Background: an optimization exercise with open tools, aiming at small area. Do not read the settings as production practice. Where RTL was checked, it was by simulation tests only, not by an equivalence proof against the original. The RTL of runs 3 and 4 was laid out without a check of its function. Power and IR drop assume default switching activity.

--- flow/design.v ---
`timescale 1ns/100ps
package game_pkg;
    typedef enum logic [2:0] {
        PH_REST,
        PH_INIT,
        PH_DEPLOY,
        PH_PLACE,
        PH_HURT,
        PH_PURSE,
        PH_INCOME,
        PH_FINISH
    } phase_t;
    typedef logic [14:0] money_t;
    typedef logic [2:0]  level_t;
    localparam int     NUM_LEVELS = 8;
    localparam level_t MAX_LEVEL  = level_t'(NUM_LEVELS - 1);
    localparam int     CD_W       = 5;   
    function automatic money_t UPGRADE_PRICE(input level_t lv);
        case (lv)
            3'd0:    UPGRADE_PRICE = 15'd50;
            3'd1:    UPGRADE_PRICE = 15'd100;
            3'd2:    UPGRADE_PRICE = 15'd150;
            3'd3:    UPGRADE_PRICE = 15'd200;
            3'd4:    UPGRADE_PRICE = 15'd300;
            3'd5:    UPGRADE_PRICE = 15'd400;
            3'd6:    UPGRADE_PRICE = 15'd500;
            default: UPGRADE_PRICE = 15'd0;
        endcase
    endfunction
    function automatic money_t MONEY_CAP(input level_t lv);
        case (lv)
            3'd0:    MONEY_CAP = 15'd200;
            3'd1:    MONEY_CAP = 15'd400;
            3'd2:    MONEY_CAP = 15'd600;
            3'd3:    MONEY_CAP = 15'd800;
            3'd4:    MONEY_CAP = 15'd1200;
            3'd5:    MONEY_CAP = 15'd1600;
            3'd6:    MONEY_CAP = 15'd2000;
            default: MONEY_CAP = 15'd2500;
        endcase
    endfunction
    function automatic logic [2:0] INCOME(input level_t lv);
        case (lv)
            3'd0:    INCOME = 3'd1;
            3'd1:    INCOME = 3'd2;
            3'd2:    INCOME = 3'd2;
            3'd3:    INCOME = 3'd3;
            3'd4:    INCOME = 3'd4;
            default: INCOME = 3'd5;
        endcase
    endfunction
endpackage
`timescale 1ns/100ps
package unit_pkg;
    typedef enum logic [1:0] {
        KILLER_BIRD,
        WHITE_BEAR,
        METAL_DUCK,
        BLACK_BEAR
    } unit_type_t;
    typedef logic [11:0] hp_t;
    function automatic game_pkg::money_t UNIT_COST(input logic [1:0] t);
        case (t)
            2'd0:    UNIT_COST = 15'd10;
            2'd1:    UNIT_COST = 15'd25;
            2'd2:    UNIT_COST = 15'd40;
            default: UNIT_COST = 15'd60;
        endcase
    endfunction
    function automatic hp_t UNIT_HP(input logic [1:0] t);
        case (t)
            2'd0:    UNIT_HP = 12'd100;
            2'd1:    UNIT_HP = 12'd300;
            2'd2:    UNIT_HP = 12'd200;
            default: UNIT_HP = 12'd500;
        endcase
    endfunction
endpackage
`timescale 1ns/100ps
module game_engine #(
    parameter int NUM_SLOTS = 8
) (
    input  logic                    clk_25MHz,
    input  logic                    rst,
    input  logic                    playing,
    input  logic                    game_init,
    input  logic                    frame_tick,
    input  logic [3:0]              deploy_press,
    input  logic                    upgrade_press,
    input  logic                    hit_valid,
    input  logic [2:0]              hit_slot,
    input  logic [11:0]             hit_amount,
    output logic [14:0]             money,
    output logic [2:0]              purse_level,
    output logic                    able_to_upgrade,
    output logic [3:0]              cd_busy,
    output logic [NUM_SLOTS-1:0]    army_alive,
    output logic [2*NUM_SLOTS-1:0]  army_type,
    output logic [12*NUM_SLOTS-1:0] army_hp
);
    localparam logic [2:0] PH_REST   = 3'd0;
    localparam logic [2:0] PH_INIT   = 3'd1;
    localparam logic [2:0] PH_DEPLOY = 3'd2;
    localparam logic [2:0] PH_PLACE  = 3'd3;
    localparam logic [2:0] PH_HURT   = 3'd4;
    localparam logic [2:0] PH_PURSE  = 3'd5;
    localparam logic [2:0] PH_INCOME = 3'd6;
    localparam logic [2:0] PH_FINISH = 3'd7;
    logic [2:0] phase, phase_nxt;
    always_comb begin
        if (!playing) begin
            phase_nxt = (phase == PH_REST && game_init) ? PH_INIT : PH_REST;
        end else begin
            case (phase)
                PH_REST:   phase_nxt = frame_tick ? PH_DEPLOY : PH_REST;
                PH_DEPLOY: phase_nxt = PH_PLACE;
                PH_PLACE:  phase_nxt = PH_HURT;
                PH_HURT:   phase_nxt = PH_PURSE;
                PH_PURSE:  phase_nxt = PH_INCOME;
                PH_INCOME: phase_nxt = PH_FINISH;
                default:   phase_nxt = PH_REST;
            endcase
        end
    end
    always_ff @(posedge clk_25MHz) begin
        if (rst) phase <= PH_REST;
        else     phase <= phase_nxt;
    end
    wire ph_init   = (phase == PH_INIT);
    wire ph_deploy = (phase == PH_DEPLOY);
    wire ph_place  = (phase == PH_PLACE);
    wire ph_hurt   = (phase == PH_HURT);
    wire ph_purse  = (phase == PH_PURSE);
    wire ph_income = (phase == PH_INCOME);
    wire ph_finish = (phase == PH_FINISH);
    wire clr       = rst | ph_init;
    logic [11:0] m;
    logic [2:0]  level;
    logic        ureq;
    logic [11:0] price;
    logic [11:0] cap;
    logic [2:0]  inc;
    always_comb begin
        case (level)
            3'd0: begin price = 12'd50;  cap = 12'd200;  inc = 3'd1; end
            3'd1: begin price = 12'd100; cap = 12'd400;  inc = 3'd2; end
            3'd2: begin price = 12'd150; cap = 12'd600;  inc = 3'd2; end
            3'd3: begin price = 12'd200; cap = 12'd800;  inc = 3'd3; end
            3'd4: begin price = 12'd300; cap = 12'd1200; inc = 3'd4; end
            3'd5: begin price = 12'd400; cap = 12'd1600; inc = 3'd5; end
            3'd6: begin price = 12'd500; cap = 12'd2000; inc = 3'd5; end
            default: begin price = 12'd0; cap = 12'd2500; inc = 3'd5; end
        endcase
    end
    wire able = (m >= price) && (level != 3'd7);
    wire upgrade_go = ph_purse && ureq && able;
    logic [3:0] req;
    logic [4:0] cd [4];
    logic [1:0] pick;
    logic       any_req;
    logic [1:0] type_q;
    logic       spawn;
    logic [11:0] cost;
    logic       roster_full;
    always_comb begin
        any_req = |req;
        if (req[0])      pick = 2'd0;
        else if (req[1]) pick = 2'd1;
        else if (req[2]) pick = 2'd2;
        else if (req[3]) pick = 2'd3;
        else             pick = 2'd0;
        case (pick)
            2'd0: cost = 12'd10;
            2'd1: cost = 12'd25;
            2'd2: cost = 12'd40;
            default: cost = 12'd60;
        endcase
    end
    wire deploy_go = ph_deploy && any_req && !roster_full && (m >= cost);
    always_ff @(posedge clk_25MHz) begin
        if (clr) begin
            req <= '0;
            for (int b = 0; b < 4; b++) cd[b] <= '0;
        end else begin
            for (int b = 0; b < 4; b++) begin
                if (ph_deploy) req[b] <= 1'b0;
                else if (deploy_press[b] && cd[b] == '0) req[b] <= 1'b1;
                if (deploy_go && pick == 2'(b)) cd[b] <= 5'd1;
                else if (ph_finish && cd[b] != '0) cd[b] <= cd[b] + 5'd1;
            end
        end
    end
    always_comb begin
        for (int b = 0; b < 4; b++) cd_busy[b] = (cd[b] != '0);
    end
    wire [1:0] type_nxt = ph_deploy ? pick : type_q;
    always_ff @(posedge clk_25MHz) begin
        type_q <= type_nxt;
        if (rst) spawn <= 1'b0;
        else     spawn <= deploy_go;
    end
    always_ff @(posedge clk_25MHz) begin
        if (clr) begin
            m     <= '0;
            level <= '0;
            ureq  <= 1'b0;
        end else begin
            if (ph_purse) ureq <= 1'b0;
            else if (upgrade_press) ureq <= 1'b1;
            if (upgrade_go) level <= level + 3'd1;
            if (deploy_go) m <= m - cost;
            else if (upgrade_go) m <= m - price;
            else if (ph_income) begin
                if ({1'b0, m} + 13'(inc) > {1'b0, cap}) m <= cap;
                else m <= m + 12'(inc);
            end
        end
    end
    assign money           = {3'b000, m};
    assign purse_level     = level;
    assign able_to_upgrade = able;
    logic [7:0]      alive;
    logic [1:0]      utype [8];
    logic [8:0]      hp    [8];
    logic [8:0]      rem   [8];
    assign roster_full = &alive;
    wire [7:0] free_sel = ~alive & (alive + 8'd1);
    wire       spawn_place = spawn & ph_place;
    logic [8:0] hp_new;
    always_comb begin
        case (type_nxt)
            2'd0: hp_new = 9'd100;
            2'd1: hp_new = 9'd300;
            2'd2: hp_new = 9'd200;
            default: hp_new = 9'd500;
        endcase
    end
    wire [8:0]  rem_sel = rem[hit_slot];
    wire [12:0] rem_dif = {4'b0000, rem_sel} - {1'b0, hit_amount};
    wire [8:0]  rem_hit = rem_dif[12] ? 9'd0 : rem_dif[8:0];
    always_ff @(posedge clk_25MHz) begin
        for (int i = 0; i < 8; i++) begin
            if (!alive[i]) rem[i] <= hp_new;
            else if (hit_valid && hit_slot == 3'(i)) rem[i] <= rem_hit;
            if (clr) begin
                alive[i] <= 1'b0;
                utype[i] <= '0;
                hp[i]    <= '0;
            end else if (spawn_place && free_sel[i]) begin
                alive[i] <= 1'b1;
                utype[i] <= type_q;
                hp[i]    <= rem[i];
            end else if (ph_hurt && alive[i]) begin
                if (rem[i] == '0) alive[i] <= 1'b0;
                else hp[i] <= rem[i];
            end
        end
    end
    always_comb begin
        for (int i = 0; i < 8; i++) begin
            army_alive[i]          = alive[i];
            army_type[2*i +: 2]    = utype[i];
            army_hp[12*i +: 12]    = {3'b000, hp[i]};
        end
    end
endmodule
--- flow/flow/run.sh ---
#!/bin/bash
# Standard layout, with the ports buffered by the smallest buffer cell.
set -o pipefail
cp standard.sh standard_sh_copy.log 2>/dev/null
export BUFFER_PORTS_ARGS="-buffer_cell sky130_fd_sc_hd__buf_1"
bash standard.sh > standard.log 2>&1
--- flow/standard.sh ---
#!/bin/bash
# synth_recipe.tcl (not shown) runs the flow's synth.tcl, then flattens the netlist and writes it again
# the make line also repeats each setting of config.mk as NAME=value (left out here)
make -C /OpenROAD-flow-scripts/flow DESIGN_CONFIG=/design/flow/config.mk WORK_HOME=/design/flow/orfs CLKGATE_MAP_FILE= SYNTH_SCRIPT=/design/flow/synth_recipe.tcl "${@:-finish}"
--- flow/config.mk ---
export PLATFORM = sky130hd
export DESIGN_NAME = game_engine
export DESIGN_NICKNAME = game_engine
export VERILOG_FILES = /design/flow/design.v
export SDC_FILE = /design/flow/constraint.sdc
export NUM_CORES = 4
export LEC_CHECK = 0
export CAP_MARGIN = 20
export CORE_MARGIN = 2
export CORE_UTILIZATION = 40
export CTS_BUF_LIST = sky130_fd_sc_hd__clkbuf_4
export SLEW_MARGIN = 20
--- flow/constraint.sdc ---
create_clock -name core_clock -period 10.0 [get_ports {clk_25MHz}]
set_input_delay 2.0000 -clock core_clock [delete_from_list [all_inputs] [get_ports {clk_25MHz}]]
set_output_delay 2.0000 -clock core_clock [all_outputs]
set_load 0.01 [all_outputs]
==> results by group, run 1 <==
Clock network
  • CTS sink cnt: ~210
  • Clock Path Buffers: 3
  • Setup bufs post-CTS: 0
  • CTS buffer count: between 50 and 60
  • TritonCTS clock tree: done
  • CTS resizes: 0
  • Post-CTS Hold Buffers: 0
  • # H-tree levels: 2
  • Worst skew pair latency: around 730 ps
  • Clock root cell: clkbuf_4
  • CTS clk-pin slew, worst paths: around 70 ps

Logic synthesis
  • Post-synthesis compound-gate area fraction: 0.1379
  • Synthesized area: 11630 sq um
  • Syn. warnings: 5
  • Largest family of logic cells by synthesized area: simple AND/OR/NAND/NOR gates
  • Post-synth EDFFs: between 70 and 80
  • Avg Cell Area, Syn: a little over 9 sq um
  • Yosys reg bits: roughly 210
  • Xor/xnor share of the synthesized area: 0.03237
  • Ys flop type: dfxtp_1
  • Async set-reset flop share out of synthesis: 0
  • Multiplexer share of the synthesized area: 0.1078
  • Synth cell types: between 70 and 80
  • Synth Instances: 1250
  • Synth Area in Adders: 0.06281
  • Seq/Total Area, Yosys: 0.4302
  • Synth Area in Simple Gates: 0.1669

Timing
  • Final setup vio count: 0
  • Clock skew: between 60 and 70 ps
  • F_max: around 170 MHz
  • Max Slew Vio Count: 0
  • Fin crit share: 0.5942
  • Final Critical Period: 5942 ps
  • Hold WS: approximately 460 ps
  • Worst rel slew slack: 0.2134
  • Final Hold Fails: 0
  • RSZ-0062 raised after global routing: no
  • Setup_tns: 0 ps
  • Worst-Margin Slew: 1177 ps

Placed design
  • Final Wtd Congestion: just under 0.9
  • Placed cell area: roughly 12000 sq um
  • Hpwl dp: ~27000 um
  • Port Buf Inserts: around 140

Routing
  • Post-route DRC: 0
  • Top Layer Used: met4
  • Routed wire length: between 30000 and 40000 um
  • WL per Instance: a little under 20 um
  • Initial drt markers: approximately 810
  • Vias per cell: around 5.4
  • Remaining antenna violation count: 0
  • DR WL met2: 16750 um
  • First-pass DRT Iterations: 5
  • Wire length on met3: between 2000 and 2500 um
  • Metal-1 WL: ~16000 um
  • Vias: just under 10k

Floorplanning
  • Core box area: 28700 sq um
  • Initial Utilization: 0.4053
  • Row count: 62
  • Die width: around 170 um
  • Die Ht: approximately 170 um
  • Die ar.: ~30000 sq um
  • I/O pin count: around 170

Min path
  • Path type of the worst min-delay path: flip-flop to flip-flop

Layout
  • Fin util: 0.4603
  • Nets: between 1k and 1.5k
  • Most frequent cells in the layout: nor2_1, dfxtp_1, buf_1, mux2i_1, clkbuf_4
  • Finished Cell Area: roughly 13000 sq um
  • Fillers: approximately 2.9k
  • Commonest non-fill, non-tap cell in the layout: nor2_1
  • Area growth, synth to finish: 13.56%
  • Layout cells sized above 1: 0.1181

GRT
  • GR Overflow Total: 0
  • First-pass GRT wire length: around 55000 um
  • Initial antenna violation count: 1
  • Vias in the first global route: 9320
  • Overall Global Routing Usage: 0.2325
  • Largest net degree at the start of global routing: 65

Critical path
  • CP Max Fanout: 22
  • Critical path arrival: ~6500 ps
  • Worst EP required: 10540 ps
  • WS Path Type: primary input to flip-flop
  • Startpoint Class: primary input
  • Crit end category: flip-flop

Power and ir drop
  • Leakage power: 0.005390 uW
  • Power Density: approximately 170 nW/um^2
  • Max IR drop VDD: just under 90 uV

Flow run
  • MaxCap Viol Count: 0

Outcome
  • Status: complete, no violations
-- cells in the mapped netlist, types with 3 or more instances --
| cell type | instances | area share |
|---|---|---|
| a211oi_1 | 8 | 0.0052 |
| a21boi_0 | 4 | 0.0026 |
| a21o_1 | 16 | 0.010 |
| a21oi_1 | 72 | 0.031 |
| a221oi_1 | 12 | 0.0090 |
| a22o_1 | 7 | 0.0053 |
| a22oi_1 | 6 | 0.0039 |
| a31o_2 | 8 | 0.0060 |
| a31oi_1 | 7 | 0.0038 |
| and2_1 | 14 | 0.0075 |
| buf_1 | 9 | 0.0029 |
| buf_2 | 9 | 0.0039 |
| buf_4 | 30 | 0.019 |
| clkbuf_1 | 45 | 0.015 |
| dfxtp_1 | 142 | 0.24 |
| edfxtp_1 | 72 | 0.19 |
| fa_1 | 4 | 0.0069 |
| ha_1 | 52 | 0.056 |
| inv_1 | 57 | 0.018 |
| mux2_2 | 16 | 0.015 |
| mux2i_1 | 105 | 0.090 |
| nand2_1 | 64 | 0.021 |
| nand2b_1 | 6 | 0.0032 |
| nand3_1 | 29 | 0.012 |
| nand3b_1 | 3 | 0.0019 |
| nand4_1 | 11 | 0.0059 |
| nor2_1 | 199 | 0.064 |
| nor2b_1 | 12 | 0.0065 |
| nor3_1 | 26 | 0.011 |
| nor4_1 | 13 | 0.0070 |
| nor4b_1 | 4 | 0.0030 |
| o21a_1 | 4 | 0.0026 |
| o21ai_0 | 48 | 0.021 |
| o21ai_1 | 3 | 0.0013 |
| o22a_1 | 3 | 0.0023 |
| o22ai_1 | 15 | 0.0081 |
| o31a_1 | 4 | 0.0030 |
| o31ai_1 | 3 | 0.0019 |
| or2_2 | 6 | 0.0032 |
| or3_1 | 6 | 0.0032 |
| or4_1 | 4 | 0.0026 |
| xnor2_1 | 20 | 0.015 |
| xor2_1 | 23 | 0.017 |
-- cells by family (layout without fill, tap and decap cells) --
group           count (synthesis)  count (layout)
simple gates                  414             414
compound gates                244             244
flops                         214             214
buf+inv                       156             328
mux                           122             122
fa+ha+maj                      56              56
xor+xnor                       43              43
other cells                     1              28
-- critical path, cell delays in order --
cell      delay [ps]
buf_1             60
buf_4            280
inv_1            280
nor2_1           410
a22oi_1          130
nor2_1           130
o22a_1           190
inv_1             70
fa_1             420
nand2b_1         160
a21boi_0         210
o21ai_0          160
a21oi_1          170
a211o_1          160
a41oi_2          130
buf_4            230
nor3b_1          970
mux2_2           310
-- power breakdown --
| group | internal, uW | switching, uW | leakage, uW |
|---|---|---|---|
| registers | 997 | 109 | 0.00193 |
| clock network | 438 | 378 | 0.000459 |
| logic | 117 | 201 | 0.00300 |
-- cell type report --
cell class	instances	area, sq um	share of cell area
multi-input cells	906	6035	0.4568
flip-flops and latches	214	5005	0.3788
repair buffers	162	686.9	0.05199
clock buffers	91	683.2	0.05171
well taps	384	480.5	0.03637
inverters	61	229.0	0.01733
clock inverters	14	90.09	0.006819
diodes	1	2.502	0.0001894
-- path summary, 6_finish.rpt --
kind	from	endpoint	slack (ps)	depth (start not counted)
worst min register to register	utype[0][0]	utype[0][0]	460	2
worst max-delay path	hit_slot[0]	rem[3][4]	4060	18
worst max register to register	level[0]	m[8]	4540	21
worst min-delay path	utype[0][0]	utype[0][0]	460	2
-- metrics by stage --
| step | cells | power [uW] | setup WS, ps |
|---|---|---|---|
| 2_1_floorplan | 1276 | 1281 | 4686 |
| 6_report | 1833 | 2239 | 4058 |
| 5_1_grt | 1833 | 2333 | 3885 |
| 3_5_place_dp | 1727 | 1433 | 3521 |
| 4_1_cts | 1832 | 2246 | 4201 |
| 3_3_place_gp | 1727 | 1432 | 3579 |
-- registers in the layout, indices dropped and copies added, names as in the netlist --
signal	count
utype	16
phase	3
alive	8
cd	20
type_q	2
hp	72
spawn	1
rem	72
ureq	1
m	12
level	3
req	4
-- per-layer routing --
layer | vias to the layer above | global-route usage
met5 | - | 0
met4 | 0 | 0.06632
met3 | 52 | 0.04287
met2 | 381 | 0.3776
met1 | 4729 | 0.3168
li1 | 4729 | -
==> run 2: changes to the inputs <==
==> flow/run.sh (new file) <==
#!/bin/bash
# synth_recipe.tcl (not shown) runs the flow's synth.tcl, then flattens the netlist and writes it again
# the make line also repeats each setting of config.mk as NAME=value (left out here)
make -C /OpenROAD-flow-scripts/flow DESIGN_CONFIG=/design/flow/config.mk WORK_HOME=/design/flow/orfs CLKGATE_MAP_FILE= SYNTH_SCRIPT=/design/flow/synth_recipe.tcl finish
--- a/flow/config.mk
+++ b/flow/config.mk
@@ -9,4 +9,3 @@
 export CORE_MARGIN = 2
 export CORE_UTILIZATION = 40
-export CTS_BUF_LIST = sky130_fd_sc_hd__clkbuf_4
 export SLEW_MARGIN = 20
removed: flow/flow/run.sh
removed: flow/standard.sh
==> run 2 against run 1 <==
Net effect: largest power group unchanged; sequential power barely moved; final area up 7.2%; critical path depth is 5 lower; sequential share of layout area decreased by 2.5 points; cell count down 3.3%; global-route usage is 0.13 points higher; still clean on timing, DRC and antenna; total power grew 5.4%; worst setup slack worse by 610 ps.
==> results by group, run 2 <==
Critical path
  • Worst EP required: 8000 ps (-2540 ps)
  • Reg2Reg Setup Slack: 4500 ps (-40 ps)
  • Crit end category: output port
  • FF-to-FF Start: level[0]
  • R2R cell count: 21 (unchanged)
  • CP Max Fanout: 17 (-23%)
  • Startpoint Class: flip-flop
  • Critical path arrival: 4550 ps (-1930 ps)
  • End of the critical path: able_to_upgrade
  • R2r endpoint: m[8]
  • CP startpoint: level[2]
  • WS Path Type: flip-flop to output port

Layout
  • Commonest non-fill, non-tap cell in the layout: nor2_1
  • Fillers: 2719 (-4.9%)
  • Fin util: 0.4934 (+0.03313)
  • Top flop regs: hp x72, rem x72, cd x20
  • Ant. Diodes: 0 (-1)
  • Layout cells sized above 1: 0.07991 (-0.03818)
  • Area of the multi-input gates: 6027 sq um (-0.12%)
  • Area growth, synth to finish: 21.74%
  • Sequential Area: 5005 sq um (unchanged)
  • Nets: 1451 (-2.2%)
  • Most frequent cells in the layout: nor2_1, dfxtp_1, clkdlybuf4s50_1, mux2i_1

Logic synthesis
  • Yosys reg bits: 214 (unchanged)
  • Most instantiated cells after synthesis: nor2_1, dfxtp_1, mux2i_1, a21oi_1, edfxtp_1
  • Synth Instances: 1250 (unchanged)
  • Ranking of synthesized cells by area: dfxtp_1, edfxtp_1, mux2i_1
  • Post-synth EDFFs: 72 (unchanged)
  • Avg Cell Area, Syn: 9.307 sq um (unchanged)
  • Most common cell in the netlist: nor2_1
  • Area share of the largest cell type after synthesis: 0.2444 (unchanged)
  • Syn. warnings: 5 (unchanged)
  • Seq/Total Area, Yosys: 0.4302 (unchanged)
  • Synth area leader: dfxtp_1
  • Synthesized area: 11630 sq um (unchanged)
  • Synth cell types: 79 (unchanged)
  • Async set-reset flop share out of synthesis: 0 (unchanged)
  • Ys flop type: dfxtp_1

Routing
  • First-pass DRT Iterations: 5 (unchanged)
  • WL per Instance: 20.34 um (+3.5%)
  • Initial drt markers: 863 (+6.7%)
  • Vias per cell: 5.475 (+1.5%)
  • Post-route DRC: 0 (unchanged)
  • Routed wire length: 36070 um (about the same)
  • Vias: 9707 (-1.9%)
  • Remaining antenna violation count: 0 (unchanged)

GRT
  • First-pass GRT wire length: 54990 um (+0.15%)
  • Vias in the first global route: 9335 (+0.16%)
  • GR Overflow Total: 0 (unchanged)
  • Initial antenna violation count: 0 (-1)
  • Largest net degree at the start of global routing: 105 (+62%)
  • Overall Global Routing Usage: 0.2337 (+0.001267)

Flow run
  • MaxCap Viol Count: 0 (unchanged)

Floorplanning
  • Core box area: 28700 sq um (unchanged)
  • Die ar.: 30460 sq um (unchanged)
  • I/O pin count: 169 (unchanged)
  • Die Ht: 174.5 um (unchanged)
  • Die width: 174.5 um (unchanged)
  • Row count: 62 (unchanged)
  • Initial Utilization: 0.4053 (unchanged)

Clock network
  • Clock Path Buffers: 3 (unchanged)
  • Clock root cell: clkbuf_16
  • TritonCTS clock tree: done
  • Setup bufs post-CTS: 0 (unchanged)
  • # H-tree levels: 1 (-1)
  • CTS buffer count: 26 (-54%)
  • Worst skew pair latency: 530 ps (-200 ps)
  • CTS sink cnt: 214 (unchanged)
  • Post-CTS Hold Buffers: 0 (unchanged)
  • CTS resizes: 0 (unchanged)
  • CTS clk-pin slew, worst paths: 60 ps (about the same)

Outcome
  • Status: complete, no violations

Timing
  • Max Slew Vio Count: 0 (unchanged)
  • Hold WS: 476.4 ps (+13.62 ps)
  • Worst rel slew slack: 0.2645 (+0.05107)
  • Worst-Margin Slew: 1103 ps (-74.05 ps)
  • Clock skew: 15.39 ps (-53.79 ps)
  • RSZ-0062 raised after global routing: no
  • Setup_tns: 0 ps (unchanged)
  • Final Hold Fails: 0 (unchanged)
  • Fin crit share: 0.6554 (+0.06121)
  • Final setup vio count: 0 (unchanged)
  • F_max: 152.6 MHz (-9.3%)
  • Final Critical Period: 6554 ps (+612.1 ps)

Placed design
  • Port Buf Inserts: 141 (unchanged)
  • Final Wtd Congestion: 0.9538 (+8.0%)
  • Hpwl dp: 26780 um (+0.61%)

Min path
  • Path type of the worst min-delay path: flip-flop to flip-flop
  • Hold Path Stages: 2 (unchanged)

Power and ir drop
  • Power Density: 166.7 nW/um^2 (-1.7%)
  • Leakage power: 0.005668 uW (+5.2%)
  • Max IR drop VDD: 108.3 uV (+21%)
==> run 2: metal layers <==
layer,track usage,vias to the layer above,share of wire
met3,0.03128,54,0.055
met2,0.3967,340,0.48
met1,0.3145,4687,0.44
li1,-,4624,-
met5,0.009615,-,0.0011
met4,0.05799,2,0.024
==> run 2: logic make-up (layout without fill, tap and decap cells) <==
| group | after synthesis | in the layout | share of synthesized area |
|---|---|---|---|
| xor+xnor | 43 | 43 | 0.03237 |
| simple gates | 414 | 414 | 0.1669 |
| compound gates | 244 | 244 | 0.1379 |
| buf+inv | 156 | 269 | 0.06173 |
| other cells | 1 | 27 | 0.0003223 |
| flops | 214 | 214 | 0.4302 |
| fa+ha+maj | 56 | 56 | 0.06281 |
| mux | 122 | 122 | 0.1078 |
==> run 2: worst min-delay path by stage <==
stage / from / endpoint
floorplan: req[3] / req[3]
global placement: utype[3][1] / utype[3][1]
detailed placement: utype[3][1] / utype[3][1]
CTS: utype[3][0] / utype[3][0]
global route: utype[3][1] / utype[3][1]
finish: utype[3][0] / utype[3][0]
==> run 2: critical path, stage by stage (launching register included) <==
cell and delay (ps):
dfxtp_1 630, inv_1 150, ha_1 290, nor4_1 800, inv_1 330, o311a_1 270
inv_1 110, ha_1 240, nand3b_1 130, a21oi_1 100, o31a_1 350, nor2_1 120
nor2_1 40, clkdlybuf4s50_1 470
==> run 2: power breakdown <==
| part | internal [uW] | switching [uW] | leakage [uW] |
|---|---|---|---|
| clock | 563 | 373 | 0.000421 |
| combinational | 123 | 202 | 0.00332 |
| sequential | 998 | 101 | 0.00193 |
==> run 2: area by class of cell <==
cell class / count / share of cell area
Timing Repair Buffer: 160 / 0.1100
Clock inverter: 7 / 0.003004
Tap cell: 384 / 0.03393
Inverter: 61 / 0.01617
Clock buffer: 41 / 0.05796
Multi-Input combinational cell: 906 / 0.4256
Sequential cell: 214 / 0.3534
==> run 2: through the flow <==
step                      std cells  power [uW]  area, sq um  worst slack, ps
after floorplan                1276        1281        11730             4686
after global placement         1725        1435        13290             3285
after detailed placement       1725        1436        13300             3233
after CTS                      1773        2370        14160             3440
after global routing           1773        2443        14160             3030
final                          1773        2360        14160             3446
==> run 3: changes to the inputs <==
--- a/flow/design.v
+++ b/flow/design.v
@@ -138,4 +138,5 @@
     logic [2:0]  level;
     logic        ureq;
+    logic [11:0] cost;    
     logic [11:0] price;
     logic [11:0] cap;
@@ -153,5 +154,33 @@
         endcase
     end
-    wire able = (m >= price) && (level != 3'd7);
+    function automatic logic ge12(input logic [11:0] a, input logic [11:0] b);
+        logic g;
+        g = 1'b1;
+        for (int k = 0; k < 12; k++) g = (a[k] & ~b[k]) | (a[k] & g) | (~b[k] & g);
+        ge12 = g;
+    endfunction
+    wire able = ge12(m, price) && (level != 3'd7);
+    logic [11:0] addend;
+    always_comb begin
+        if (ph_deploy)     addend = ~cost;
+        else if (ph_purse) addend = ~price;
+        else               addend = {9'd0, inc};
+    end
+    wire [12:0] m_sum = {1'b0, m} + {1'b0, addend} + {12'd0, ph_deploy | ph_purse};
+    wire        m_ge  = m_sum[12];    
+    logic [11:0] cap_less_inc;    
+    always_comb begin
+        case (level)
+            3'd0: cap_less_inc = 12'd200;
+            3'd1: cap_less_inc = 12'd399;
+            3'd2: cap_less_inc = 12'd599;
+            3'd3: cap_less_inc = 12'd798;
+            3'd4: cap_less_inc = 12'd1197;
+            3'd5: cap_less_inc = 12'd1596;
+            3'd6: cap_less_inc = 12'd1996;
+            default: cap_less_inc = 12'd2496;
+        endcase
+    end
+    wire [11:0] m_new = (ph_income && ge12(m, cap_less_inc)) ? cap : m_sum[11:0];
     wire upgrade_go = ph_purse && ureq && able;
     logic [3:0] req;
@@ -161,5 +190,4 @@
     logic [1:0] type_q;
     logic       spawn;
-    logic [11:0] cost;
     logic       roster_full;
     always_comb begin
@@ -177,5 +205,5 @@
         endcase
     end
-    wire deploy_go = ph_deploy && any_req && !roster_full && (m >= cost);
+    wire deploy_go = ph_deploy && any_req && !roster_full && m_ge;
     always_ff @(posedge clk_25MHz) begin
         if (clr) begin
@@ -185,7 +213,8 @@
             for (int b = 0; b < 4; b++) begin
                 if (ph_deploy) req[b] <= 1'b0;
-                else if (deploy_press[b] && cd[b] == '0) req[b] <= 1'b1;
+                else if (deploy_press[b] && !cd_busy[b]) req[b] <= 1'b1;
                 if (deploy_go && pick == 2'(b)) cd[b] <= 5'd1;
-                else if (ph_finish && cd[b] != '0) cd[b] <= cd[b] + 5'd1;
+                else if (ph_finish)
+                    cd[b] <= {cd[b][3:0], (cd[b][4] ^ cd[b][2]) & (|cd[b][3:0])};
             end
         end
@@ -209,10 +238,5 @@
             else if (upgrade_press) ureq <= 1'b1;
             if (upgrade_go) level <= level + 3'd1;
-            if (deploy_go) m <= m - cost;
-            else if (upgrade_go) m <= m - price;
-            else if (ph_income) begin
-                if ({1'b0, m} + 13'(inc) > {1'b0, cap}) m <= cap;
-                else m <= m + 12'(inc);
-            end
+            if (deploy_go || upgrade_go || ph_income) m <= m_new;
         end
     end
@@ -225,5 +249,8 @@
     logic [8:0]      rem   [8];
     assign roster_full = &alive;
-    wire [7:0] free_sel = ~alive & (alive + 8'd1);
+    logic [7:0] free_sel;
+    always_comb begin
+        for (int i = 0; i < 8; i++) free_sel[i] = ~alive[i] & (&(alive | ~((8'd1 << i) - 8'd1)));
+    end
     wire       spawn_place = spawn & ph_place;
     logic [8:0] hp_new;
==> flow/flow/run.sh (new file) <==
#!/bin/bash
# Standard layout; ports buffered by the smallest buffer; clock tree without dummy loads.
export BUFFER_PORTS_ARGS="-buffer_cell sky130_fd_sc_hd__buf_1"
export CTS_ARGS="-sink_clustering_enable -repair_clock_nets -dont_use_dummy_load -buf_list sky130_fd_sc_hd__clkbuf_4"
bash standard.sh > standard.log 2>&1
==> flow/standard.sh (new file) <==
#!/bin/bash
# synth_recipe.tcl (not shown) runs the flow's synth.tcl, then flattens the netlist and writes it again
# the make line also repeats each setting of config.mk as NAME=value (left out here)
make -C /OpenROAD-flow-scripts/flow DESIGN_CONFIG=/design/flow/config.mk WORK_HOME=/design/flow/orfs CLKGATE_MAP_FILE= SYNTH_SCRIPT=/design/flow/synth_recipe.tcl "${@:-finish}"
--- a/flow/config.mk
+++ b/flow/config.mk
@@ -8,4 +8,4 @@
 export CAP_MARGIN = 20
 export CORE_MARGIN = 2
-export CORE_UTILIZATION = 40
+export CORE_UTILIZATION = 65
 export SLEW_MARGIN = 20
removed: flow/run.sh
==> run 3 against run 2 <==
Net effect: critical path depth is 4 higher; worst setup slack better by 900 ps; sequential share of layout area is 5.6 points higher; via count is 1.2% higher; sequential power hardly changed; synthesized cell count is 3.1% lower; flip-flop and latch count stayed put; combinational power is 26% lower; final area is 14% lower; largest power group unchanged.
==> results by group, run 3 <==
Placed design
  • Final Wtd Congestion: 1.002 (+5.1%)
  • Placed cell area: 11810 sq um (-11%)
  • Port Buf Inserts: 141 (unchanged)
  • Hpwl dp: 23330 um (-13%)

Power and ir drop
  • Internal power: 1326 uW (-21%)
  • Sw Share: 0.2967 (+0.01017)
  • Max IR drop VDD: 100.7 uV (-7.0%)
  • Leakage power: 0.005175 uW (-8.7%)
  • Comb power frac: 0.128 (-0.010)
  • Sequential Power Share: 0.576 (+0.110)
  • Net Sw Power: 559.2 uW (-17%)
  • PnR Total Power: 1885 uW (-20%)
  • Clk pwr share: 0.296 (-0.101)
  • Power Density: 154.1 nW/um^2 (-7.5%)

Clock network
  • CTS sink cnt: 214 (unchanged)
  • Clock root cell: clkbuf_4
  • CTS resizes: 0 (unchanged)
  • # H-tree levels: 2 (+1)
  • Setup bufs post-CTS: 0 (unchanged)
  • TritonCTS clock tree: done
  • Worst skew pair latency: 660 ps (+130 ps)
  • Post-CTS Hold Buffers: 0 (unchanged)
  • CTS buffer count: 55 (+110%)
  • Clock Path Buffers: 3 (unchanged)
  • CTS clk-pin slew, worst paths: 60 ps (about the same)

Timing
  • F_max: 176.9 MHz (+16%)
  • Clock skew: 56.37 ps (+40.97 ps)
  • RSZ-0062 raised after global routing: no
  • Final Critical Period: 5654 ps (-900.0 ps)
  • Final Hold Fails: 0 (unchanged)
  • Fin crit share: 0.5654 (-0.09000)
  • Worst-Margin Slew: 1106 ps (+3.058 ps)
  • Hold WS: 461.7 ps (-14.72 ps)
  • Final setup vio count: 0 (unchanged)
  • Max Slew Vio Count: 0 (unchanged)
  • Worst rel slew slack: 0.2575 (-0.006988)
  • Setup_tns: 0 ps (unchanged)

Logic synthesis
  • Async set-reset flop share out of synthesis: 0 (unchanged)
  • Most instantiated cells after synthesis: nor2_1, dfxtp_1, mux2i_1, a21oi_1, nand2_1
  • Synth Instances: 1211 (-3.1%)
  • Area share of the largest cell type after synthesis: 0.2521 (+0.007699)
  • Synth cell types: 89 (+13%)
  • Avg Cell Area, Syn: 9.313 sq um (about the same)
  • Seq/Total Area, Yosys: 0.4438 (+0.01355)
  • Syn. warnings: 5 (unchanged)
  • Yosys reg bits: 214 (unchanged)
  • Synthesized area: 11280 sq um (-3.1%)
  • Most common cell in the netlist: nor2_1
  • Post-synth EDFFs: 72 (unchanged)
  • Ranking of synthesized cells by area: dfxtp_1, edfxtp_1, mux2i_1
  • Synth area leader: dfxtp_1
  • Ys flop type: dfxtp_1

Floorplanning
  • Core box area: 17120 sq um (-40%)
  • Die ar.: 18420 sq um (-40%)
  • Initial Utilization: 0.6589 (+0.2536)
  • Row count: 48 (-23%)
  • Die Ht: 135.7 um (-22%)
  • I/O pin count: 169 (unchanged)
  • Die width: 135.7 um (-22%)

Layout
  • Fillers: 1449 (-47%)
  • Top flop regs: hp x72, rem x72, cd x20
  • Nets: 1413 (-2.6%)
  • Finished Cell Area: 12230 sq um (-14%)
  • Layout cells sized above 1: 0.09246 (+0.01254)
  • Fin util: 0.7145 (+0.2211)
  • Commonest non-fill, non-tap cell in the layout: nor2_1
  • Area growth, synth to finish: 8.431%
  • Most frequent cells in the layout: nor2_1, dfxtp_1, buf_1, mux2i_1, a21oi_1

GRT
  • Vias in the first global route: 8909 (-4.6%)
  • Overall Global Routing Usage: 0.3440 (+0.1103)
  • First-pass GRT wire length: 48780 um (-11%)
  • Met3 GRT Util: 0.1141 (+0.08283)
  • Initial antenna violation count: 1 (+1)
  • Largest net degree at the start of global routing: 107 (+1.9%)
  • GRT met2 Usage: 0.5034 (+0.1067)
  • M1 GR Usage: 0.4797 (+0.1652)
  • GR Overflow Total: 0 (unchanged)
  • Busiest grt layer: met2

Routing
  • Remaining antenna violation count: 0 (unchanged)
  • Vias per cell: 6.222 (+14%)
  • Post-route DRC: 0 (unchanged)
  • WL per Instance: 20.26 um (-0.38%)
  • First-pass DRT Iterations: 5 (unchanged)
  • Routed wire length: 31980 um (-11%)
  • Initial drt markers: 1142 (+32%)
  • Vias: 9819 (+1.2%)

Critical path
  • WS Path Type: primary input to flip-flop
  • Worst EP required: 10530 ps (+2530 ps)
  • Reg2Reg Setup Slack: 5000 ps (+500 ps)
  • CP Max Fanout: 23 (+6)
  • Startpoint Class: primary input
  • Crit end category: flip-flop
  • Critical path arrival: 6180 ps (+1630 ps)

Min path
  • Path type of the worst min-delay path: flip-flop to flip-flop

Flow run
  • MaxCap Viol Count: 0 (unchanged)

Outcome
  • Status: complete, no violations
==> run 3: stage by stage <==
step | worst slack, ps | instances
2_1_floorplan | 4597 | 1237
3_3_place_gp | 3985 | 1522
3_5_place_dp | 3817 | 1522
4_1_cts | 4481 | 1577
5_1_grt | 4016 | 1578
6_report | 4346 | 1578
==> run 3: power by group through the flow <==
| stage | clock network (uW) | logic, uW | registers [uW] |
|---|---|---|---|
| 2_1_floorplan | 0 | 191 | 1030 |
| 3_3_place_gp | 0 | 228 | 1090 |
| 3_5_place_dp | 0 | 234 | 1090 |
| 4_1_cts | 569 | 235 | 1080 |
| 5_1_grt | 610 | 267 | 1080 |
| 6_report | 559 | 242 | 1080 |
==> run 3: worst paths after layout <==
| path | cells past startpoint | start | endpoint |
|---|---|---|---|
| hold reg to reg | 2 | cd[1][3] | cd[1][4] |
| setup reg to reg | 15 | level[1] | m[7] |
| hold / removal | 2 | cd[1][3] | cd[1][4] |
| setup / recovery | 17 | hit_slot[0] | rem[2][5] |
==> run 3: cell type report <==
cell class	count	area, sq um	area share
diodes	1	2.502	0.0002046
clock buffers	55	412.9	0.03376
inverters	46	172.7	0.01412
multi-input cells	877	5679	0.4644
flip-flops and latches	214	5005	0.4092
well taps	225	281.5	0.02302
repair buffers	160	675.6	0.05525
==> run 3: kinds of logic (layout without fill, tap and decap cells) <==
| group | Yosys count | in the layout | share of synthesized area |
|---|---|---|---|
| AOI/OAI and AO/OA | 276 | 276 | 0.1610 |
| buffers and inverters | 146 | 261 | 0.06312 |
| adders and majority gates | 35 | 35 | 0.04060 |
| DFF | 214 | 214 | 0.4438 |
| other | 1 | 28 | 0.0003325 |
| muxes | 123 | 123 | 0.1142 |
| and+or+nand+nor | 401 | 401 | 0.1654 |
| xor gates and xnor gates | 15 | 15 | 0.01165 |
==> run 3: worst max-delay path: stages <==
cell	delay, ps
buf_1	60
buf_4	280
inv_1	250
nor2_1	280
a22oi_1	150
o221ai_1	290
o21ai_0	180
ha_1	250
fa_1	420
nor2b_1	120
o21ai_0	100
a21oi_1	190
o21ai_1	90
a21boi_1	290
o2111ai_1	270
a21oi_1	740
a21o_1	210
==> run 3: per-layer routing <==
layer / share of wire / vias to the layer above / wire length [um]
li1: - / 4551 / -
met1: 0.42 / 4618 / 13470
met2: 0.43 / 563 / 13590
met3: 0.12 / 87 / 3886
met4: 0.032 / 0 / 1023
met5: 0 / - / 0
==> run 4: changes to the inputs <==
--- a/flow/design.v
+++ b/flow/design.v
@@ -188,5 +188,4 @@
     logic [1:0] pick;
     logic       any_req;
-    logic [1:0] type_q;
     logic       spawn;
     logic       roster_full;
@@ -223,9 +222,6 @@
         for (int b = 0; b < 4; b++) cd_busy[b] = (cd[b] != '0);
     end
-    wire [1:0] type_nxt = ph_deploy ? pick : type_q;
-    always_ff @(posedge clk_25MHz) begin
-        type_q <= type_nxt;
-        if (rst) spawn <= 1'b0;
-        else     spawn <= deploy_go;
+    always_ff @(posedge clk_25MHz) begin
+        spawn <= deploy_go;
     end
     always_ff @(posedge clk_25MHz) begin
@@ -256,5 +252,5 @@
     logic [8:0] hp_new;
     always_comb begin
-        case (type_nxt)
+        case (pick)
             2'd0: hp_new = 9'd100;
             2'd1: hp_new = 9'd300;
@@ -268,5 +264,7 @@
     always_ff @(posedge clk_25MHz) begin
         for (int i = 0; i < 8; i++) begin
-            if (!alive[i]) rem[i] <= hp_new;
+            if (!alive[i]) begin
+                if (ph_deploy) rem[i] <= hp_new;
+            end
             else if (hit_valid && hit_slot == 3'(i)) rem[i] <= rem_hit;
             if (clr) begin
@@ -276,5 +274,5 @@
             end else if (spawn_place && free_sel[i]) begin
                 alive[i] <= 1'b1;
-                utype[i] <= type_q;
+                utype[i] <= {rem[i][7], rem[i][8]};
                 hp[i]    <= rem[i];
             end else if (ph_hurt && alive[i]) begin
==> flow/flow/run.sh (replaced) <==
#!/bin/bash
# Standard layout; ports buffered by the smallest buffer; clock tree without dummy loads.
export BUFFER_PORTS_ARGS="-buffer_cell sky130_fd_sc_hd__buf_1"
export CTS_ARGS="-sink_clustering_enable -repair_clock_nets -dont_use_dummy_load -buf_list sky130_fd_sc_hd__clkbuf_16 -sink_clustering_size 30 -sink_clustering_max_diameter 150"
bash standard.sh > standard.log 2>&1
--- a/flow/config.mk
+++ b/flow/config.mk
@@ -6,4 +6,5 @@
 export NUM_CORES = 4
 export LEC_CHECK = 0
+export ABC_AREA = 1
 export CAP_MARGIN = 20
 export CORE_MARGIN = 2
==> run 4 against run 3 <==
Net effect: still clean; worst hold slack got worse by 11 ps; die area fell by 5.8%; area after synthesis is 5.9% lower; maximum frequency shrank 9.7%; register-to-register slack gained 640 ps; clock power down 17%; largest power group unchanged.
==> results by group, run 4 <==
Layout
  • Sequential Area: 4965 sq um (-0.80%)
  • Top flop regs: hp x72, rem x72, cd x20
  • Finished Layout Cells: 1682 (+6.6%)
  • Fillers: 1347 (-7.0%)
  • Finished Cell Area: 11510 sq um (-5.9%)
  • Ant. Diodes: 0 (-1)
  • Area of the multi-input gates: 4828 sq um (-15%)
  • Layout cells sized above 1: 0.03888 (-0.05357)
  • Most frequent cells in the layout: nor2_1, o21ai_0, nand2_1, buf_1, dfxtp_1
  • Nets: 1523 (+7.8%)
  • Commonest non-fill, non-tap cell in the layout: nor2_1
  • Area growth, synth to finish: 8.479% (about the same)

Placed design
  • Cells after DPL: 1671 (+9.8%)
  • Port Buf Inserts: 141 (unchanged)
  • Final Wtd Congestion: 1.028 (+2.5%)
  • Placed cell area: 11230 sq um (-4.9%)
  • Hpwl dp: 22610 um (-3.1%)

Floorplanning
  • Core box area: 15940 sq um (-6.9%)
  • Row count: 46 (-4.2%)
  • Initial Utilization: 0.6654 (+0.006519)
  • Die width: 131.8 um (-2.9%)
  • I/O pin count: 169 (unchanged)
  • Die ar.: 17360 sq um (-5.8%)
  • Die Ht: 131.8 um (-2.9%)

Power and ir drop
  • PnR Total Power: 1535 uW (-19%)
  • Power Density: 133.4 nW/um^2 (-13%)
  • Leakage power: 0.004570 uW (-12%)
  • Max IR drop VDD: 136.4 uV (+35%)

Routing
  • WL per Instance: 18.35 um (-9.4%)
  • Remaining antenna violation count: 0 (unchanged)
  • First-pass DRT Iterations: 6 (+1)
  • Wire length on met3: 3242 um (-17%)
  • Top Layer Used: met4
  • Routed wire length: 30870 um (-3.5%)
  • Vias: 10.04k (+2.3%)
  • Vias per cell: 5.970 (-4.1%)
  • Metal-1 WL: 12360 um (-8.3%)
  • DR WL met2: 13780 um (+1.4%)
  • Post-route DRC: 0 (unchanged)
  • Initial drt markers: 1247 (+9.2%)

Clock network
  • # H-tree levels: 1 (-1)
  • Worst skew pair latency: 480 ps (-180 ps)
  • CTS clk-pin slew, worst paths: 120 ps (+60 ps)
  • CTS resizes: 0 (unchanged)
  • TritonCTS clock tree: done
  • CTS buffer count: 11 (-80%)
  • Clock Path Buffers: 3 (unchanged)
  • Post-CTS Hold Buffers: 0 (unchanged)
  • Setup bufs post-CTS: 0 (unchanged)
  • CTS sink cnt: 212 (-0.93%)
  • Clock root cell: clkbuf_16

Logic synthesis
  • Xor/xnor share of the synthesized area: 0.01073 (-0.0009161)
  • Post-synth EDFFs: 72 (unchanged)
  • Most instantiated cells after synthesis: nor2_1, o21ai_0, nand2_1, dfxtp_1, inv_1
  • Synth Instances: 1341 (+11%)
  • Most common cell in the netlist: nor2_1
  • Synthesized area: 10610 sq um (-5.9%)
  • Ys flop type: dfxtp_1
  • Synth area leader: dfxtp_1
  • Post-synthesis compound-gate area fraction: 0.1918 (+0.03080)
  • Multiplexer share of the synthesized area: 0 (-0.1142)
  • Ranking of synthesized cells by area: dfxtp_1, edfxtp_1, o21ai_0
  • Area share of the largest cell type after synthesis: 0.2642 (+0.01213)
  • Async set-reset flop share out of synthesis: 0 (unchanged)
  • Largest family of logic cells by synthesized area: simple AND/OR/NAND/NOR gates
  • Synth cell types: 53 (-40%)
  • Yosys reg bits: 212 (-0.93%)
  • Avg Cell Area, Syn: 7.911 sq um (-15%)
  • Synth Area in Adders: 0.03633 (-0.004278)
  • Syn. warnings: 5 (unchanged)
  • Seq/Total Area, Yosys: 0.4680 (+0.02423)
  • Synth Area in Simple Gates: 0.2059 (+0.04051)

Flow run
  • MaxCap Viol Count: 0 (unchanged)

Critical path
  • CP max-delay cell: nor3_1
  • WS Path Type: primary input to flip-flop
  • Slowest cell delay on critical path: 910 ps (+170 ps)
  • Startpoint Class: primary input
  • CP Cell Sequence: buf_1 -> clkinv_1 -> nor3_1 -> a22oi_1 -> nand4_1 -> a21oi_1 -> ha_1 -> fa_1 -> nor2_1 -> nor2_1 -> nor2_1 -> nor2_1 -> nor2_1 -> o21ai_0 -> nand2_1 -> a21oi_1 -> o21bai_1 -> nand2_1 -> a21oi_2 -> nand3b_1 -> o21ai_0
  • CP Max Fanout: 10 (-57%)
  • Crit end category: flip-flop
  • Worst path most repeated cell: nor2_1
  • Critical path arrival: 6560 ps (+380 ps)
  • Worst EP required: 10300 ps (-230 ps)

GRT
  • Initial antenna violation count: 0 (-1)
  • GR Overflow Total: 0 (unchanged)
  • Overall Global Routing Usage: 0.3443 (about the same)
  • First-pass GRT wire length: 47690 um (-2.2%)
  • Vias in the first global route: 8983 (+0.83%)
  • Largest net degree at the start of global routing: 99 (-7.5%)

Timing
  • Worst-Margin Slew: 1055 ps (-51.72 ps)
  • Max Slew Vio Count: 0 (unchanged)
  • Final Critical Period: 6259 ps (+605.0 ps)
  • Final setup vio count: 0 (unchanged)
  • F_max: 159.8 MHz (-9.7%)
  • Final Hold Fails: 0 (unchanged)
  • Fin crit share: 0.6259 (+0.06050)
  • Clock skew: 84.03 ps (+27.67 ps)
  • Setup_tns: 0 ps (unchanged)
  • RSZ-0062 raised after global routing: no
  • Worst rel slew slack: 0.2915 (+0.03402)
  • Hold WS: 451.1 ps (-10.63 ps)

Outcome
  • Status: complete, no violations

Min path
  • Path type of the worst min-delay path: flip-flop to flip-flop
## run 4: cell count changes after synthesis, moves of 17 or more
cell     delta
nor2_1     +40
a21o_1     -21
a31oi_1    -17
nand3_1    +22
inv_1      +87
buf_1      -17
mux2i_1   -107
nand2_1   +103
and2_1     -21
o21ai_0   +154
## run 4: critical path: cells and delay by family
family | cells | cell delay (ps)
AND/OR/NAND/NOR | 10 | 2210
adder cells (fa/ha/maj) | 2 | 610
AO/OA/AOI/OAI | 7 | 1250
buffers and inverters | 2 | 480
## run 4: logic make-up after synthesis
family / after synthesis
AOI/OAI and AO/OA: 364
xor gates and xnor gates: 13
adders and majority gates: 29
buffers and inverters: 210
DFF: 212
other: 1
and+or+nand+nor: 512
## run 4: final timing paths
kind,slack (ps),endpoint,cells after the start,start
max reg2reg,5640,m[11],18,phase[2]
max,3740,rem[2][4],21,hit_slot[2]
min,450,utype[4][0],2,utype[4][0]
min reg2reg,450,utype[4][0],2,utype[4][0]
## run 4: through the flow
| step | util | setup slack [ps] |
|---|---|---|
| floorplan | - | 4750 |
| global placement | 0.7040 | 3642 |
| detailed placement | 0.7043 | 3463 |
| CTS | 0.7216 | 3931 |
| global route | 0.7219 | 3463 |
| finish | 0.7219 | 3741 |
## run 4: power by group
group | switching, uW | internal (uW)
clock network | 263 | 199
registers | 14.7 | 910
logic | 105 | 43.8
## run 4: per-layer routing
layer  vias up  track usage
met1      4551       0.4635
met3       115      0.05805
li1       4752            -
met4         0       0.1564
met2       623       0.5494
met5         -            0
## run 4: final cells by class
cell class,count,share of cell area
Multi-Input combinational cell,945,0.4195
Timing Repair Buffer,154,0.05425
Sequential cell,212,0.4314
Clock buffer,11,0.02392
Inverter,144,0.04740
Tap cell,216,0.02348
==> run 5: changes to the inputs <==
--- a/flow/design.v
+++ b/flow/design.v
@@ -167,5 +167,14 @@
         else               addend = {9'd0, inc};
     end
-    wire [12:0] m_sum = {1'b0, m} + {1'b0, addend} + {12'd0, ph_deploy | ph_purse};
+    logic [12:0] m_sum;
+    always_comb begin
+        logic c;
+        c = ph_deploy | ph_purse;
+        for (int k = 0; k < 12; k++) begin
+            m_sum[k] = m[k] ^ addend[k] ^ c;
+            c = (m[k] & addend[k]) | (m[k] & c) | (addend[k] & c);
+        end
+        m_sum[12] = c;
+    end
     wire        m_ge  = m_sum[12];    
     logic [11:0] cap_less_inc;    
@@ -260,6 +269,16 @@
     end
     wire [8:0]  rem_sel = rem[hit_slot];
-    wire [12:0] rem_dif = {4'b0000, rem_sel} - {1'b0, hit_amount};
-    wire [8:0]  rem_hit = rem_dif[12] ? 9'd0 : rem_dif[8:0];
+    logic [8:0] rem_dif;
+    logic       rem_ok;      
+    always_comb begin
+        logic c;             
+        c = 1'b1;
+        for (int k = 0; k < 9; k++) begin
+            rem_dif[k] = rem_sel[k] ^ ~hit_amount[k] ^ c;
+            c = (rem_sel[k] & ~hit_amount[k]) | (rem_sel[k] & c) | (~hit_amount[k] & c);
+        end
+        rem_ok = c & ~|hit_amount[11:9];
+    end
+    wire [8:0]  rem_hit = rem_ok ? rem_dif : 9'd0;
     always_ff @(posedge clk_25MHz) begin
         for (int i = 0; i < 8; i++) begin
==> flow/run.sh (new file) <==
#!/bin/bash
# synth_recipe.tcl (not shown) runs the flow's synth.tcl, then flattens the netlist and writes it again
# the make line also repeats each setting of config.mk as NAME=value (left out here)
make -C /OpenROAD-flow-scripts/flow DESIGN_CONFIG=/design/flow/config.mk WORK_HOME=/design/flow/orfs CLKGATE_MAP_FILE= SYNTH_SCRIPT=/design/flow/synth_recipe.tcl finish
--- a/flow/config.mk
+++ b/flow/config.mk
@@ -9,4 +9,7 @@
 export CAP_MARGIN = 20
 export CORE_MARGIN = 2
-export CORE_UTILIZATION = 65
+export CORE_UTILIZATION = 40
+export CTS_BUF_LIST = sky130_fd_sc_hd__clkbuf_16
+export CTS_CLUSTER_DIAMETER = 150
+export CTS_CLUSTER_SIZE = 28
 export SLEW_MARGIN = 20
removed: flow/flow/run.sh
removed: flow/standard.sh
==> run 5 against run 4 <==
Net effect: total power increased by 0.21%; critical endpoint is now rem[2][8]; critical path depth grew 3; cell count up 3.2%; maximum frequency decreased by 19%; sequential share of layout area is 2.8 points lower; worst setup slack worse by 1500 ps; final area is 7.0% higher; first-iteration DRC count down 39%; area after synthesis decreased by 2.6%.
==> results by group, run 5 <==
Clock network
  • Worst skew pair latency: 480 ps (about the same)
  • CTS buffer count: 11 (unchanged)
  • # H-tree levels: 1 (unchanged)
  • CTS sink cnt: 212 (unchanged)
  • Clock Path Buffers: 3 (unchanged)
  • Setup bufs post-CTS: 0 (unchanged)
  • CTS resizes: 0 (unchanged)
  • Clock root cell: clkbuf_16
  • Post-CTS Hold Buffers: 0 (unchanged)
  • CTS clk-pin slew, worst paths: 120 ps (about the same)
  • TritonCTS clock tree: done

Outcome
  • Status: complete, no violations

Timing
  • Final Critical Period: 7731 ps (+1472 ps)
  • Final setup vio count: 0 (unchanged)
  • Fin crit share: 0.7731 (+0.1472)
  • Worst rel slew slack: 0.3050 (+0.01344)
  • Final Hold Fails: 0 (unchanged)
  • Setup_tns: 0 ps (unchanged)
  • Worst-Margin Slew: 1016 ps (-38.33 ps)
  • Max Slew Vio Count: 0 (unchanged)
  • F_max: 129.4 MHz (-19%)
  • RSZ-0062 raised after global routing: no
  • Clock skew: 23.98 ps (-60.06 ps)

Logic synthesis
  • Syn. warnings: 5 (unchanged)
  • Ys flop type: dfxtp_1
  • Most instantiated cells after synthesis: o21ai_0, nand2_1, nor2_1, dfxtp_1, inv_1
  • Post-synth EDFFs: 72 (unchanged)
  • Synth Instances: 1276 (-4.8%)
  • Avg Cell Area, Syn: 8.097 sq um (+2.3%)
  • Synth area leader: dfxtp_1
  • Synth cell types: 48 (-9.4%)
  • Async set-reset flop share out of synthesis: 0 (unchanged)
  • Most common cell in the netlist: o21ai_0
  • Seq/Total Area, Yosys: 0.4806 (+0.01258)
  • Synthesized area: 10330 sq um (-2.6%)
  • Area share of the largest cell type after synthesis: 0.2713 (+0.007103)
  • Ranking of synthesized cells by area: dfxtp_1, edfxtp_1, o21ai_0
  • Yosys reg bits: 212 (unchanged)

Critical path
  • Reg2Reg Setup Slack: 2760 ps (-2880 ps)
  • WS Path Type: primary input to flip-flop
  • Critical path arrival: 8050 ps (+1490 ps)
  • CP Max Fanout: 10 (unchanged)
  • Worst EP required: 10320 ps (+20 ps)
  • FF-to-FF Start: phase[0]
  • Startpoint Class: primary input
  • Crit end category: flip-flop
  • R2R cell count: 29 (+11)
  • CP startpoint: hit_slot[2]
  • R2r endpoint: m[4]

GRT
  • First-pass GRT wire length: 47710 um (about the same)
  • GR Overflow Total: 0 (unchanged)
  • Overall Global Routing Usage: 0.2260 (-0.1183)
  • Vias in the first global route: 8590 (-4.4%)
  • Initial antenna violation count: 0 (unchanged)
  • Largest net degree at the start of global routing: 56 (-43%)

Routing
  • Routed wire length: 30800 um (-0.23%)
  • Vias per cell: 5.281 (-12%)
  • Vias: 9167 (-8.7%)
  • First-pass DRT Iterations: 5 (-1)
  • WL per Instance: 17.74 um (-3.3%)
  • Post-route DRC: 0 (unchanged)
  • Remaining antenna violation count: 0 (unchanged)
  • Initial drt markers: 759 (-39%)

Placed design
  • Hpwl dp: 22700 um (+0.41%)
  • Final Wtd Congestion: 0.9493 (-7.6%)
  • Port Buf Inserts: 141 (unchanged)

Min path
  • Worst hold path endpoint: utype[4][1]
  • Hold Path Stages: 2 (unchanged)
  • Path type of the worst min-delay path: flip-flop to flip-flop
  • Worst Hold Launch: utype[4][1]

Layout
  • Fin util: 0.4878 (-0.2341)
  • Most frequent cells in the layout: nand2_1, o21ai_0, nor2_1, clkdlybuf4s50_1, dfxtp_1
  • Nets: 1456 (-4.4%)
  • Layout cells sized above 1: 0.04979 (+0.01091)
  • Top flop regs: hp x72, rem x72, cd x20
  • Ant. Diodes: 0 (unchanged)
  • Area growth, synth to finish: 19.24%

Power and ir drop
  • Power Density: 124.9 nW/um^2 (-6.4%)
  • Max IR drop VDD: 89.06 uV (-35%)
  • Leakage power: 0.004663 uW (+2.0%)

Floorplanning
  • I/O pin count: 169 (unchanged)
  • Core box area: 25250 sq um (+58%)
  • Die ar.: 27130 sq um (+56%)
  • Die Ht: 164.7 um (+25%)
  • Row count: 58 (+26%)
  • Initial Utilization: 0.4091 (-0.2564)
  • Die width: 164.7 um (+25%)

Flow run
  • MaxCap Viol Count: 0 (unchanged)
==> run 5: cell types whose count changed in the layout (fill, tap and decap cells not counted), moves of 4 or more <==
cell             previous run  this run
a211oi_1                   14         5
a221oi_1                    9         4
clkdlybuf4s50_1             0       141
xor2_1                      7         0
nand2_2                     5         9
nand3_1                    46        52
o21ai_0                   193       187
fa_1                        3        20
buf_1                     141         0
a21oi_1                    85        78
ha_1                       26         7
nor2_1                    213       184
buf_4                      12        21
==> run 5: layout make-up <==
class | count | area, sq um
fillers | 2484 | 12930
clock buffers | 11 | 275.3
clock inverters | 5 | 31.28
well taps | 330 | 412.9
multi-input cells | 881 | 4557
repair buffers | 162 | 1569
inverters | 135 | 509.2
flip-flops and latches | 212 | 4965
==> run 5: how the worst max path moves through the flow <==
stage,end
finish,rem[2][8]
global route,rem[2][8]
CTS,rem[2][8]
detailed placement,rem[5][7]
global placement,rem[3][7]
floorplan,rem[7][2]
==> run 5: logic make-up (layout without fill, tap and decap cells) <==
| logic type | after synthesis | in the layout | synth area share |
|---|---|---|---|
| xor gates and xnor gates | 4 | 4 | 0.003391 |
| buffers and inverters | 209 | 313 | 0.08780 |
| adders and majority gates | 28 | 28 | 0.04832 |
| other | 1 | 27 | 0.0003630 |
| AOI/OAI and AO/OA | 326 | 326 | 0.1710 |
| and+or+nand+nor | 496 | 496 | 0.2085 |
| DFF | 212 | 212 | 0.4806 |
==> run 5: critical path, stage by stage <==
cell and delay, ps:
clkdlybuf4s50_1 560, clkinv_1 200, nor3_1 220, buf_4 200, a22o_1 170, a221oi_1 70
nand3_1 90, a21oi_1 50, ha_1 200, fa_1 420, fa_1 420, fa_1 430
fa_1 420, fa_1 430, fa_1 410, inv_1 90, fa_1 200, fa_1 170
inv_1 40, nor4_1 190, inv_1 180, nor2_1 600, nand2_1 150, o21ai_0 130
==> run 5: through the flow <==
stage | hold WS [ps] | area [sq um] | setup WS (ps) | total power, uW | std cells
after floorplan | 451.3 | 10430 | 2770 | 1021 | 1302
after global placement | 441.1 | 12010 | 2047 | 1066 | 1720
after detailed placement | 438.9 | 12010 | 1902 | 1069 | 1720
after CTS | 455.3 | 12320 | 2295 | 1548 | 1736
after global routing | 473.7 | 12320 | 1772 | 1590 | 1736
final | 451.0 | 12320 | 2269 | 1539 | 1736
==> run 5: layer usage <==
metal,GRT usage,part of all wire,vias to the layer above
li1,-,-,4476
met1,0.3114,0.45,4345
met2,0.3798,0.47,298
met3,0.02310,0.055,48
met4,0.06206,0.026,0
met5,0,0,-
==> run 5: power by group <==
| group | internal (uW) | switching, uW |
|---|---|---|
| Clock | 205 | 282 |
| Sequential | 908 | 13.7 |
| Combinational | 41.3 | 87.6 |

==> re-timing with driven ports <==
The results above use ideal ports. As a check the final layouts listed here were re-extracted and re-timed, cells and wires unchanged.
Step 1 sets driving cells, clkbuf_16 on the clock port and buf_2 on the other inputs (assumed; they add their load-dependent delay and slew).
Step 2 moves the port delays by t, midway between the first and last clock arrival at a register: inputs arrive t later, outputs are due t later. That takes back most of the time a late clock gives input paths.
Slacks: ideal ports / drivers / drivers and shift; pairs: ideal ports / drivers.
run | t, ns | slack for setup (ns) | hold WS [ns] | latest minus earliest clock arrival (ns) | slew at the worst register clock pin (ns)
run 1 | 0.738 | 4.058 / 4.072 / 3.334 | 0.463 / 0.463 / 0.463 | 0.073 / 0.074 | 0.08 / 0.08
run 2 | 0.571 | 3.446 / 3.396 / 3.162 | 0.476 / 0.476 / 0.476 | 0.017 / 0.016 | 0.06 / 0.06
run 3 | 0.681 | 4.346 / 4.365 / 3.684 | 0.462 / 0.462 / 0.462 | 0.068 / 0.068 | 0.07 / 0.07
run 4 | 0.484 | 3.741 / 3.760 / 3.276 | 0.451 / 0.451 / 0.451 | 0.084 / 0.084 | 0.12 / 0.12
run 5 | 0.515 | 2.269 / 2.285 / 1.770 | 0.451 / 0.451 / 0.451 | 0.024 / 0.024 | 0.12 / 0.12
After both steps every run listed still meets setup and hold. For run 1, which loses most, drivers alone change the setup slack by +0.014 ns; drivers and shift together by -0.724 ns.
